From an optimization exercise on the open Yosys and OpenROAD flow, aimed at small area, a short achievable clock period and few clock cycles; shortcuts taken in it are not production practice. RTL that was checked went through simulation tests only; none was proved equivalent to the original. Power and IR drop assume default switching activity.

==> flow/design.v (excerpt) <==
module pot_oversample_ema_hysteresis_top (
    input  logic                              clk,
    input  logic                              rst_n,
    input  logic                              in_valid,
    output logic                              in_ready,
    input  logic [14:0]                       in_req,
    output logic                              out_valid,
    input  logic                              out_ready,
    output logic [18:0]                       out_req,
    input  logic                              cfg_write,
    input  logic [pot_ema_pkg::CFG_IDX_W-1:0] cfg_index,
    input  logic [pot_ema_pkg::CFG_W-1:0]     cfg_data
);
==> flow/config.mk <==
export PLATFORM = sky130hd
export DESIGN_NAME = pot_oversample_ema_hysteresis_top
export DESIGN_NICKNAME = pot_oversample_ema_hysteresis_top
export VERILOG_FILES = /design/flow/design.v
export SDC_FILE = /design/flow/constraint.sdc
export NUM_CORES = 4
export LEC_CHECK = 0
export CAP_MARGIN = 20
export CORE_MARGIN = 2
export CORE_UTILIZATION = 60
export SLEW_MARGIN = 20
==> flow/constraint.sdc <==
create_clock -name core_clock -period 20.0 [get_ports {clk}]
set_input_delay 4.0000 -clock core_clock [delete_from_list [all_inputs] [get_ports {clk}]]
set_output_delay 4.0000 -clock core_clock [all_outputs]
set_load 0.01 [all_outputs]
run.sh (not shown) runs the stock make flow with config.mk's settings and CLKGATE_MAP_FILE= SYNTH_SCRIPT=/design/flow/synth_recipe.tcl, a recipe that flattens the netlist after the stock synthesis.
Change:
CORE_UTILIZATION = 80   (was 60)
Effect:
- final cell count went down by 5.3%
- non-clock buffer count went down by 1
- worst hold slack improved by 19 ps
- synthesized cell count does not change
- area after synthesis stays the same
- sequential share of layout area went up by 0.58 points
- setup slack got worse by 95 ps
- total power went up by 0.49%
- design area went down by 1.3%
Function was not checked in any run of this note: the RTL went through the layout flow alone.

========
Setup of job 2275:
pot_oversample_ema_hysteresis_top, a different RTL version from the one above (not shown whole).
Size in the first run: about 2300 cells after synthesis, ~27000 um^2 of cells after synthesis.
==> flow/config.mk <==
export PLATFORM = sky130hd
export DESIGN_NAME = pot_oversample_ema_hysteresis_top
export DESIGN_NICKNAME = pot_oversample_ema_hysteresis_top
export VERILOG_FILES = /design/flow/design.v
export SDC_FILE = /design/flow/constraint.sdc
export NUM_CORES = 4
export LEC_CHECK = 0
export CAP_MARGIN = 20
export CORE_MARGIN = 2
export CORE_UTILIZATION = 65
export SLEW_MARGIN = 20
==> flow/constraint.sdc <==
create_clock -name core_clock -period 20.0 [get_ports {clk}]
set_input_delay 4.0000 -clock core_clock [delete_from_list [all_inputs] [get_ports {clk}]]
set_output_delay 4.0000 -clock core_clock [all_outputs]
set_load 0.01 [all_outputs]
standard.sh (not shown) runs the stock make flow with config.mk's settings and CLKGATE_MAP_FILE= SYNTH_SCRIPT=/design/flow/synth_recipe.tcl, a recipe that flattens the netlist after the stock synthesis.
==> flow/flow/run.sh <==
#!/bin/bash
set -euo pipefail
bash standard.sh finish "BUFFER_PORTS_ARGS=-buffer_cell sky130_fd_sc_hd__buf_2" > standard_flow.log 2>&1
Job 2275 completed every stage of the flow, and the final layout passed the timing, design-rule and antenna checks.
Testbench counts of job 2275, summed over its fixed seeds: cycles 32,848.
--- input diff job 2275..job 8013 ---
==> flow/run.sh (new file) <==
#!/bin/bash
# synth_recipe.tcl (not shown) runs the flow's synth.tcl, then flattens the netlist and writes it again
# the make line also repeats each setting of config.mk as NAME=value (left out here)
make -C /OpenROAD-flow-scripts/flow DESIGN_CONFIG=/design/flow/config.mk WORK_HOME=/design/flow/orfs CLKGATE_MAP_FILE= SYNTH_SCRIPT=/design/flow/synth_recipe.tcl finish
removed: flow/flow/run.sh
removed: flow/standard.sh
[summary]
- [job 8013 vs job 2275] final critical-path share of the clock period: higher in job 8013
- Compared with job 2275, in job 8013 wire length on met3 decreased about 8%, part of the total power dissipated in sequential elements saw a decrease, setup slack decreased 0.40 ns, wire length level, switching power summed over all nets went up.
- Summary of job 8013 over job 2275: fraction of power consumed by combinational cells comparable, global-route wire length before repair dropped 0.37%, global routing met2 resource utilization climbed 0.30 points, number of synthesized flops with an enable pin held steady.
Here is what was changed in the inputs of job 4707 compared with job 8013.
Settings: putting CTS_CLUSTER_SIZE at 30 where nothing was set; putting CTS_CLUSTER_DIAMETER at 100 where nothing was set.
==> flow/flow/run.sh (new file) <==
#!/bin/bash
set -euo pipefail
bash standard.sh finish "BUFFER_PORTS_ARGS=-buffer_cell sky130_fd_sc_hd__buf_2" > standard_flow.log 2>&1
==> flow/standard.sh (new file) <==
#!/bin/bash
# synth_recipe.tcl (not shown) runs the flow's synth.tcl, then flattens the netlist and writes it again
# the make line also repeats each setting of config.mk as NAME=value (left out here)
make -C /OpenROAD-flow-scripts/flow DESIGN_CONFIG=/design/flow/config.mk WORK_HOME=/design/flow/orfs CLKGATE_MAP_FILE= SYNTH_SCRIPT=/design/flow/synth_recipe.tcl "${@:-finish}"
removed: flow/run.sh
### Flow results
- Higher all-layer global routing usage was reported by job 8013, not job 4707.
- Job 4707 against job 8013; total of clock buffers placed in the layout is down by more than half.
- Delta (job 4707 minus job 8013): final area down about 5.6%; hold slack increased by 0.017 ns relative to the old numbers.
- Of job 4707 and job 8013, it is job 4707 that has the higher worst setup slack after placement.
- Number of DRC violations after detailed routing essentially unchanged between job 4707 and job 8013.
diff inputs: job 4707 => job 3896
Settings: swapping 65 for 75 in CORE_UTILIZATION.
[summary]
Between job 3896 and job 4707, the share of the cycle needed by the critical path after routing does not differ in any meaningful way.
Between job 3896 and job 4707, the sum of met3 wire segment lengths after detailed routing is lower for job 4707.
Total power: job 3896 vs job 4707, no meaningful difference
Between job 3896 and job 4707, the difference in buffering overhead is negligible.
Delta (job 3896 minus job 4707): via count of the first global-routing pass +2.9%; final setup skew +0.023 ns; static power due to leakage ~0 delta; core utilization of the finished layout +10 points; detailed-router iteration count before antenna repair +4.
met5 as the highest metal layer used by the detailed router was reported by job 4707, and met4 by job 3896.
Comparing job 3896 and job 4707, the lower sequential share of layout area was measured on job 4707.
Floorplan die width: job 3896 vs job 4707 down about 7%

port drivers added, routing unchanged:
The flow's constraints put no driver on any port. The routed layouts listed below were extracted and timed again, unchanged, in two steps.
Step 1: set_driving_cell puts a clkbuf_16 on clk and a buf_2 on each other input, an assumption about the parent block.
Step 2 times the ports against the registers' clock, not the clock port: input delays grow and output delays shrink by t, the midpoint of the rising clock arrivals with the driver on.
a / b / c = ideal / step 1 / step 2; a / b = the first two.
run	shift t [ns]	setup slack, ns	worst slew at a driven data input, ns	pins driven straight from the clock port
the first run of note 1	0.688	14.438 / 14.380 / 13.835	0.03	1
the second run of note 1	0.657	14.343 / 14.302 / 13.715	0.05	1
job 2275	0.665	14.813 / 14.757 / 14.586	0.06	1
job 8013	0.672	14.410 / 14.354 / 14.190	0.05	1
job 4707	0.646	14.822 / 14.763 / 14.594	0.06	1
job 3896	0.633	14.846 / 14.792 / 14.586	0.04	1
After both steps setup and hold are still met in every run listed. For the second run of note 1, which loses most, drivers alone change the setup slack by -0.041 ns; drivers and shift together by -0.628 ns.
